Background: an optimization exercise with open tools, aiming at small area, a short achievable clock period and few clock cycles. Do not read the settings as production practice. For this run, only the layout was checked, not whether the RTL still works. Power and IR drop assume default switching activity.

===== config.mk =====
export PLATFORM = sky130hd
export DESIGN_NAME = sql_like_pattern_matcher
export DESIGN_NICKNAME = sql_like_pattern_matcher
export VERILOG_FILES = /design/flow/design.v
export SDC_FILE = /design/flow/constraint.sdc
export NUM_CORES = 4
export LEC_CHECK = 0
export CAP_MARGIN = 20
export CORE_MARGIN = 2
export CORE_UTILIZATION = 40
export SLEW_MARGIN = 20

===== constraint.sdc =====
create_clock -name core_clock -period 7.0 [get_ports {clk}]
set_input_delay 1.4000 -clock core_clock [delete_from_list [all_inputs] [get_ports {clk}]]
set_output_delay 1.4000 -clock core_clock [all_outputs]
set_load 0.01 [all_outputs]

===== design.v =====
package slpm_pkg;
    typedef enum logic [2:0] {
        REQ_CLEAR   = 3'd0,
        REQ_ELEMENT = 3'd1,
        REQ_RANGE   = 3'd2,
        REQ_BYTE    = 3'd3,
        REQ_END     = 3'd4
    } req_code_t;
    typedef struct packed {
        logic [2:0] req_type;
        logic       is_percent;
        logic       negate;
        logic [7:0] range_low;
        logic [7:0] range_high;
        logic [7:0] value_byte;
    } item_t;
    typedef struct packed {
        logic matched;
        logic pattern_error;
    } result_t;
    typedef struct packed {
        logic       new_elem;
        logic       add_range;
        logic       is_percent;
        logic       negate;
        logic [7:0] range_low;
        logic [7:0] range_high;
    } cell_wr_t;
endpackage
module slpm_cell #(
    parameter int MAX_RANGES = 4
) (
    input  logic                  clk,
    input  logic                  new_elem,      
    input  logic [MAX_RANGES-1:0] wr_range,      
    input  logic                  is_percent,
    input  logic                  negate,
    input  logic [7:0]            range_low,     
    input  logic [7:0]            range_high,
    input  logic [7:0]            value_byte,
    output logic                  pct,
    output logic                  hit
);
    logic       pct_reg;
    logic       neg_reg;
    logic [7:0] lo_reg [MAX_RANGES];
    logic [7:0] hi_reg [MAX_RANGES];
    logic [MAX_RANGES-1:0] in_rng;
    function automatic logic le8(input logic [7:0] a, input logic [7:0] b);
        logic c;
        c = 1'b1;
        for (int i = 0; i < 8; i++)
            c = (b[i] & ~a[i]) | (c & (b[i] | ~a[i]));
        le8 = c;
    endfunction
    always_ff @(posedge clk)
    begin
        if (new_elem)
        begin
            pct_reg <= is_percent;
            neg_reg <= negate;
        end
    end
    for (genvar r = 0; r < MAX_RANGES; r++)
    begin : g_rng
        always_ff @(posedge clk)
        begin
            if (new_elem || wr_range[r])
            begin
                lo_reg[r] <= range_low;
                hi_reg[r] <= range_high;
            end
        end
        assign in_rng[r] = le8(lo_reg[r], value_byte) && le8(value_byte, hi_reg[r]);
    end
    assign pct = pct_reg;
    assign hit = (|in_rng) ^ neg_reg;
endmodule
module sql_like_pattern_matcher #(
    parameter int MAX_ELEMENTS = 32,
    parameter int MAX_RANGES   = 4
) (
    input  logic        clk,
    input  logic        rst_n,
    input  logic        item_valid,
    output logic        item_ready,
    input  logic [2:0]  item_req_type,
    input  logic        item_is_percent,
    input  logic        item_negate,
    input  logic [7:0]  item_range_low,
    input  logic [7:0]  item_range_high,
    input  logic [7:0]  item_value_byte,
    output logic        result_valid,
    input  logic        result_ready,
    output logic        result_matched,
    output logic        result_pattern_error
);
    localparam int ME = MAX_ELEMENTS;
    localparam int MR = MAX_RANGES;
    localparam int NP = ME + 1;
    localparam int LV = $clog2(NP);
    localparam int RQ_DEPTH = 4;
    localparam int TW = $clog2(RQ_DEPTH + 1);
    logic       s1_valid;
    logic [2:0] s1_type;
    logic       s1_pct, s1_neg;
    logic [7:0] s1_lo, s1_hi, s1_byte;
    logic       s1_clear, s1_elem, s1_range, s1_byte_req, s1_end;
    logic       take;
    assign take = item_valid && item_ready;
    always_ff @(posedge clk or negedge rst_n)
    begin
        if (!rst_n)
            s1_valid <= 1'b0;
        else
            s1_valid <= take;
    end
    always_ff @(posedge clk)
    begin
        s1_type <= item_req_type;
        s1_pct  <= item_is_percent;
        s1_neg  <= item_negate;
        s1_lo   <= item_range_low;
        s1_hi   <= item_range_high;
        s1_byte <= item_value_byte;
    end
    assign s1_clear    = s1_valid && (s1_type == slpm_pkg::REQ_CLEAR);
    assign s1_elem     = s1_valid && (s1_type == slpm_pkg::REQ_ELEMENT);
    assign s1_range    = s1_valid && (s1_type == slpm_pkg::REQ_RANGE);
    assign s1_byte_req = s1_valid && (s1_type == slpm_pkg::REQ_BYTE);
    assign s1_end      = s1_valid && (s1_type == slpm_pkg::REQ_END);
    logic [ME-1:0] elem_mask;
    logic [MR-1:0] rng_mask;
    logic          ovf_reg;
    logic          elem_full, range_ok;
    logic [ME-1:0] sel_new, sel_last;
    logic [MR-1:0] sel_slot;
    assign elem_full = elem_mask[ME-1];
    assign range_ok  = elem_mask[0] && !rng_mask[MR-1];
    for (genvar e = 0; e < ME; e++)
    begin : g_sel
        if (e == 0)
            assign sel_new[e] = !elem_mask[0];
        else
            assign sel_new[e] = elem_mask[e-1] && !elem_mask[e];
        if (e == ME - 1)
            assign sel_last[e] = elem_mask[e];
        else
            assign sel_last[e] = elem_mask[e] && !elem_mask[e+1];
    end
    for (genvar r = 0; r < MR; r++)
    begin : g_slot
        if (r == 0)
            assign sel_slot[r] = !rng_mask[0];
        else
            assign sel_slot[r] = rng_mask[r-1] && !rng_mask[r];
    end
    always_ff @(posedge clk or negedge rst_n)
    begin
        if (!rst_n)
        begin
            elem_mask <= '0;
            ovf_reg   <= 1'b0;
        end
        else
        begin
            if (s1_clear)
            begin
                elem_mask <= '0;
                ovf_reg   <= 1'b0;
            end
            if (s1_elem)
            begin
                if (elem_full)
                    ovf_reg <= 1'b1;
                else
                    elem_mask <= {elem_mask[ME-2:0], 1'b1};
            end
            if (s1_range && !range_ok)
                ovf_reg <= 1'b1;
        end
    end
    always_ff @(posedge clk)
    begin
        if (s1_elem && !elem_full)
            rng_mask <= '0;
        else if (s1_range && range_ok)
            rng_mask <= {rng_mask[MR-2:0], 1'b1};
    end
    logic          new_elem;
    logic          wr_range;
    logic [7:0]    wr_lo, wr_hi;
    logic [ME-1:0] cell_pct, cell_hit;
    assign new_elem = s1_elem && !elem_full;
    assign wr_range = s1_range && range_ok;
    assign wr_lo    = {s1_lo[7] | s1_elem, s1_lo[6:0]};
    assign wr_hi    = {s1_hi[7] & !s1_elem, s1_hi[6:0]};
    for (genvar e = 0; e < ME; e++)
    begin : g_cell
        slpm_cell #(
            .MAX_RANGES (MR)
        ) u_cell (
            .clk        (clk),
            .new_elem   (new_elem && sel_new[e]),
            .wr_range   ({MR{wr_range && sel_last[e]}} & sel_slot),
            .is_percent (s1_pct),
            .negate     (s1_neg),
            .range_low  (wr_lo),
            .range_high (wr_hi),
            .value_byte (s1_byte),
            .pct        (cell_pct[e]),
            .hit        (cell_hit[e])
        );
    end
    logic          s2_byte, s2_end, s2_clear;
    logic [ME-1:0] s2_hit;
    always_ff @(posedge clk or negedge rst_n)
    begin
        if (!rst_n)
        begin
            s2_byte  <= 1'b0;
            s2_end   <= 1'b0;
            s2_clear <= 1'b0;
        end
        else
        begin
            s2_byte  <= s1_byte_req;
            s2_end   <= s1_end;
            s2_clear <= s1_clear;
        end
    end
    always_ff @(posedge clk)
        s2_hit <= cell_hit;
    logic [NP-1:0] act_reg;
    logic [NP-1:0] kg [LV+1];
    logic [NP-1:0] kp [LV+1];
    logic [NP-1:0] closed, step_next, end_pos;
    logic [ME-1:0] lpct;
    logic          matched;
    assign lpct = cell_pct & elem_mask;
    always_comb
    begin
        kg[0] = act_reg;
        kp[0] = {lpct, 1'b0};
        for (int k = 0; k < LV; k++)
        begin
            for (int j = 0; j < NP; j++)
            begin
                if (j >= (1 << k))
                begin
                    kg[k+1][j] = kg[k][j] || (kp[k][j] && kg[k][j-(1<<k)]);
                    kp[k+1][j] = kp[k][j] && kp[k][j-(1<<k)];
                end
                else
                begin
                    kg[k+1][j] = kg[k][j];
                    kp[k+1][j] = kp[k][j];
                end
            end
        end
    end
    assign closed = kg[LV];
    always_comb
    begin
        for (int j = 0; j < NP; j++)
        begin
            step_next[j] = 1'b0;
            if (j < ME)
                step_next[j] = closed[j] && lpct[j];
            if (j > 0)
                step_next[j] = step_next[j] ||
                               (closed[j-1] && elem_mask[j-1] && !cell_pct[j-1] && s2_hit[j-1]);
        end
    end
    assign end_pos = {elem_mask, 1'b1} & ~{1'b0, elem_mask};
    assign matched = |(closed & end_pos);
    always_ff @(posedge clk or negedge rst_n)
    begin
        if (!rst_n)
            act_reg <= NP'(1);
        else if (s2_end || s2_clear)
            act_reg <= NP'(1);
        else if (s2_byte)
            act_reg <= step_next;
    end
    logic [RQ_DEPTH-1:0] rq_valid;
    logic [1:0]          rq_data [RQ_DEPTH];
    logic [RQ_DEPTH-1:0] rq_valid_sh;
    logic [1:0]          rq_data_sh [RQ_DEPTH];
    logic                pop;
    logic [TW-1:0]       ends_reg;      
    assign pop = rq_valid[0] && result_ready;
    always_comb
    begin
        for (int k = 0; k < RQ_DEPTH; k++)
        begin
            if (pop)
            begin
                rq_valid_sh[k] = (k + 1 < RQ_DEPTH) ? rq_valid[(k+1) % RQ_DEPTH] : 1'b0;
                rq_data_sh[k]  = (k + 1 < RQ_DEPTH) ? rq_data[(k+1) % RQ_DEPTH] : rq_data[k];
            end
            else
            begin
                rq_valid_sh[k] = rq_valid[k];
                rq_data_sh[k]  = rq_data[k];
            end
        end
    end
    always_ff @(posedge clk or negedge rst_n)
    begin
        if (!rst_n)
            rq_valid <= '0;
        else
        begin
            for (int k = 0; k < RQ_DEPTH; k++)
                rq_valid[k] <= rq_valid_sh[k] ||
                               (s2_end && (k == 0 || rq_valid_sh[(k+RQ_DEPTH-1) % RQ_DEPTH]));
        end
    end
    always_ff @(posedge clk)
    begin
        for (int k = 0; k < RQ_DEPTH; k++)
        begin
            if (s2_end && !rq_valid_sh[k] && (k == 0 || rq_valid_sh[(k+RQ_DEPTH-1) % RQ_DEPTH]))
                rq_data[k] <= {matched, ovf_reg};
            else
                rq_data[k] <= rq_data_sh[k];
        end
    end
    always_ff @(posedge clk or negedge rst_n)
    begin
        if (!rst_n)
            ends_reg <= '0;
        else
            ends_reg <= ends_reg + TW'(take && item_req_type == slpm_pkg::REQ_END) - TW'(pop);
    end
    assign item_ready           = (ends_reg < TW'(RQ_DEPTH));
    assign result_valid         = rq_valid[0];
    assign result_matched       = rq_data[0][1];
    assign result_pattern_error = rq_data[0][0];
endmodule

===== run.sh =====
#!/bin/bash
# synth_recipe.tcl (not shown) runs the flow's synth.tcl, then flattens the netlist and writes it again
# the make line also repeats each setting of config.mk as NAME=value (left out here)
make -C /OpenROAD-flow-scripts/flow DESIGN_CONFIG=/design/flow/config.mk WORK_HOME=/design/flow/orfs CLKGATE_MAP_FILE= SYNTH_SCRIPT=/design/flow/synth_recipe.tcl finish

==> results.py <==
metrics = {
    "run_status": {
        "status": "timing/DRC/antenna clean",
    },
    "placement": {
        "hpwl_um": 149000,
        "post-place-ws_ns": 2.49,
        "gp_congestion": 0.945,
        "placed_cells": 10500,
        "place_area_um2": 104000,
        "port_buffers": 36,
    },
    "drt": {
        "totalWireLength_um": 285000,
        "vias_per_cell": 5.82,
        "route.detailed.drc": 0,
        "wl_per_cell_um": 26.1,
        "drt_iter0_markers": 6548,
        "drt_pass1_iterations": 6,
        "postRouteAntennaNets": 0,
        "num_vias": 63500,
    },
    "finish": {
        "multiInputGateArea_um2": 29600,
        "fin_cells": 10900,
        "nFillCells": 21600,
        "finalInstanceArea_um2": 112000,
        "final_util": 0.451,
        "register_area_um2": 67000,
        "drive_gt1_frac": 0.109,
        "fin_nets": 7414,
        "area.growth.synth_to_final_pct": 12.6,
    },
    "sta": {
        "finalCritPeriodShare": 0.645,
        "fin_crit_ns": 4.52,
        "timing.fmax_mhz": 221,
        "slew_viol_final": 0,
        "slew_headroom": 0.254,
        "finalHoldViolations": 0,
        "worst_pin_slew_ns": 1.12,
        "setup_viol_count_final": 0,
        "setup_slack_ns": 2.48,
        "rsz0062_at_grt": "false",
        "setup-tns-final_ns": 0,
        "final.setup_skew_ns": 0.0357,
    },
    "synth": {
        "syn-instance-count": 7272,
        "yosysSeqAreaShare": 0.673,
        "yosys-top-cells-area": "edfxtp_1 64%, maj3_1 7.1%, nand2b_1 2.3%, o21ai_0 2.1%, nor2b_1 1.9%",
        "syn_area_per_cell_um2": 13.7,
        "synth.distinct_cells": 100,
        "syn-cell-area_um2": 99400,
        "yosys.area.top_type": "edfxtp_1",
        "async_flop_share": 0.0340,
        "synthFlopType": "edfxtp_1",
        "synth.net_count": 7308,
        "synth_edf_count": 2120,
        "synth_top_area_frac": 0.640,
        "ys_ff_latch": 2262,
        "yosys_warnings": 8,
    },
    "floorplan": {
        "rows": 183,
        "dieArea_um2": 253000,
        "io_pins": 37,
        "core_area_um2": 248000,
        "die_w_um": 503,
        "die_h_um": 503,
        "start_util": 0.401,
    },
    "cts": {
        "htree_levels": 4,
        "worstSkewPairLatency_ns": 0.89,
        "cts_buffer_depth": 3,
        "postCtsSetupBuffers": 0,
        "cts.repair.resized": 0,
        "hold_buffers": 0,
        "cts-root-buf": "clkbuf_16",
        "clk_transition_reported_paths_ns": 0.06,
        "cts_made_buffers": 231,
        "cts_tree": "built",
        "clock_sinks": 2262,
    },
    "worst_setup_path": {
        "slowest_delay_ns": 0.83,
        "criticalPathCategory": "register to register",
        "end_kind": "register",
        "crit_fanout": 70,
        "cp_slowest_cell": "dfxtp_4",
        "worstPathRequired_ns": 7.73,
        "arrival_ns": 5.25,
        "startpoint_type": "register",
        "path_cells": "inv_8, buf_12, maj3_2, maj3_1, maj3_1, maj3_2, maj3_2, maj3_1, o21ai_1, nand3_1, xor2_1",
    },
    "power_and_ir_drop": {
        "ir_drop_uv": 240,
        "p_leak_nw": 35.8,
        "p_per_area_nw_per_um2": 260,
    },
    "global_routing": {
        "grt_max_degree": 129,
        "gr-total-overflow": 0,
        "grt_pass1_vias": 62300,
        "antenna_found_initial": 10,
        "grt.total_usage": 0.222,
        "grt_pass1_wl_um": 415000,
    },
    "worst_hold_path": {
        "min_path_type": "input pin to asynchronous set/reset pin",
    },
    "job": {
        "maxCapViolCount": 0,
    },
}
-- critical path, delay by kind of cell (launching register included) --
| family | cells | cell delay, ns |
|---|---|---|
| AO/OA/AOI/OAI | 1 | 0.14 |
| XOR/XNOR | 1 | 0.18 |
| adder cells (fa/ha/maj) | 6 | 2.17 |
| buffers and inverters | 2 | 0.70 |
| flip-flops | 1 | 0.83 |
| AND/OR/NAND/NOR | 1 | 0.12 |
-- power breakdown --
part	internal (W)	total, W	switching, W
sequential	0.0149	0.0151	0.000221
clock	0.00696	0.0122	0.00524
combinational	0.000530	0.00174	0.00121
-- final timing paths --
check | start | end | slack (ns) | cells after the start
max in group asynchronous | rst_n | elem_mask[21] | 5.37 | 2
setup reg to reg | s1_byte[1] | s2_hit[27] | 2.48 | 11
hold reg to reg | g_cell[21].u_cell.neg_reg | s2_hit[21] | 0.45 | 1
setup / recovery | s1_byte[1] | s2_hit[27] | 2.48 | 11
hold / removal | rst_n | rq_valid[0] | 0.40 | 1
min in group core_clock | g_cell[21].u_cell.neg_reg | s2_hit[21] | 0.45 | 1
-- final cells by class --
cell class	instances	area share
tap	3330	0.0372
timing repair buffer	262	0.0211
inverter	345	0.0120
antenna	1	0.0000224
sequential	2262	0.598
multi-input combinational	4276	0.265
clock buffer	310	0.0564
clock inverter	121	0.0102
-- kinds of logic after synthesis --
| group | synth area share |
|---|---|
| AO/OA/AOI/OAI | 0.109 |
| XOR/XNOR | 0.00300 |
| adder cells (fa/ha/maj) | 0.0896 |
| buffers and inverters | 0.0298 |
| flip-flops | 0.673 |
| multiplexers | 0.00109 |
| AND/OR/NAND/NOR | 0.0948 |
-- per-stage QoR --
step           hold WS [ns]  power, W
6_report              0.400    0.0291
5_1_grt               0.368    0.0299
4_1_cts               0.346    0.0293
3_5_place_dp          0.439    0.0171
3_3_place_gp          0.438    0.0171
2_1_floorplan         0.424    0.0163
-- cell usage after synthesis (91+ instances only) --
| master | instances |
|---|---|
| a21oi_1 | 241 |
| edfxtp_1 | 2120 |
| maj3_1 | 708 |
| nor2b_1 | 305 |
| nor2_1 | 266 |
| inv_1 | 341 |
| a31oi_1 | 94 |
| nor3_1 | 98 |
| clkbuf_1 | 214 |
| o21ai_0 | 416 |
| nand2_1 | 415 |
| buf_1 | 91 |
| maj3_2 | 158 |
| nand2b_1 | 368 |
-- cell usage in the layout (no fill, tap or decap), drive strengths merged, types with 22 or more instances in the layout --
cell type         n
nor3b            22
or2              28
o31ai            27
maj3            866
dfxtp            65
a211oi           45
o211ai           55
o221ai           61
a22o             41
a21oi           241
dfrtp            76
nand4            39
nand3b           32
o2111ai          34
buf             227
inv             356
nor2b           305
o32ai            23
a31o             24
a221oi           74
o21bai           25
nand2           415
nand2b          368
clkdlybuf4s50    35
a22oi            28
nor3            100
o21ai           435
edfxtp         2120
nor2            266
clkinv           89
a31oi            94
o22ai            67
nand3            89
clkbuf          310
a2111oi          30
-- metal layers --
metal	global-route usage	vias up	wire [um]	part of all wire
li1	-	28100	-	-
met1	0.310	32600	124000	0.43
met2	0.365	2346	135000	0.48
met3	0.0275	455	18900	0.066
met4	0.0581	2	6830	0.024
met5	0	-	7	0.000025

## afterwards: timing with drivers on the ports
The flow's constraints put no driver on any port. The routed layout listed below was extracted and timed again, unchanged, in two steps. Step 1, drivers: a clkbuf_16 drives clk and a buf_2 each remaining input, both assumed. Step 2 times the ports against the registers' clock, not the clock port: input delays grow and output delays shrink by t, the midpoint of the rising clock arrivals with the driver on. Slacks: no drivers / after step 1 / after step 2; pairs: no drivers / after step 1.
t, ns: 0.964
slack for setup (ns): 2.483 / 2.483 / 2.483
clock arrival spread, ns: 0.047 / 0.047
worst slew at a driven data input, ns: 0.06
pins driven straight from the clock port: 1
After both steps this run still meets setup and hold. The setup slack of this run moves by 0.000 ns with the drivers and by 0.000 ns with both steps.
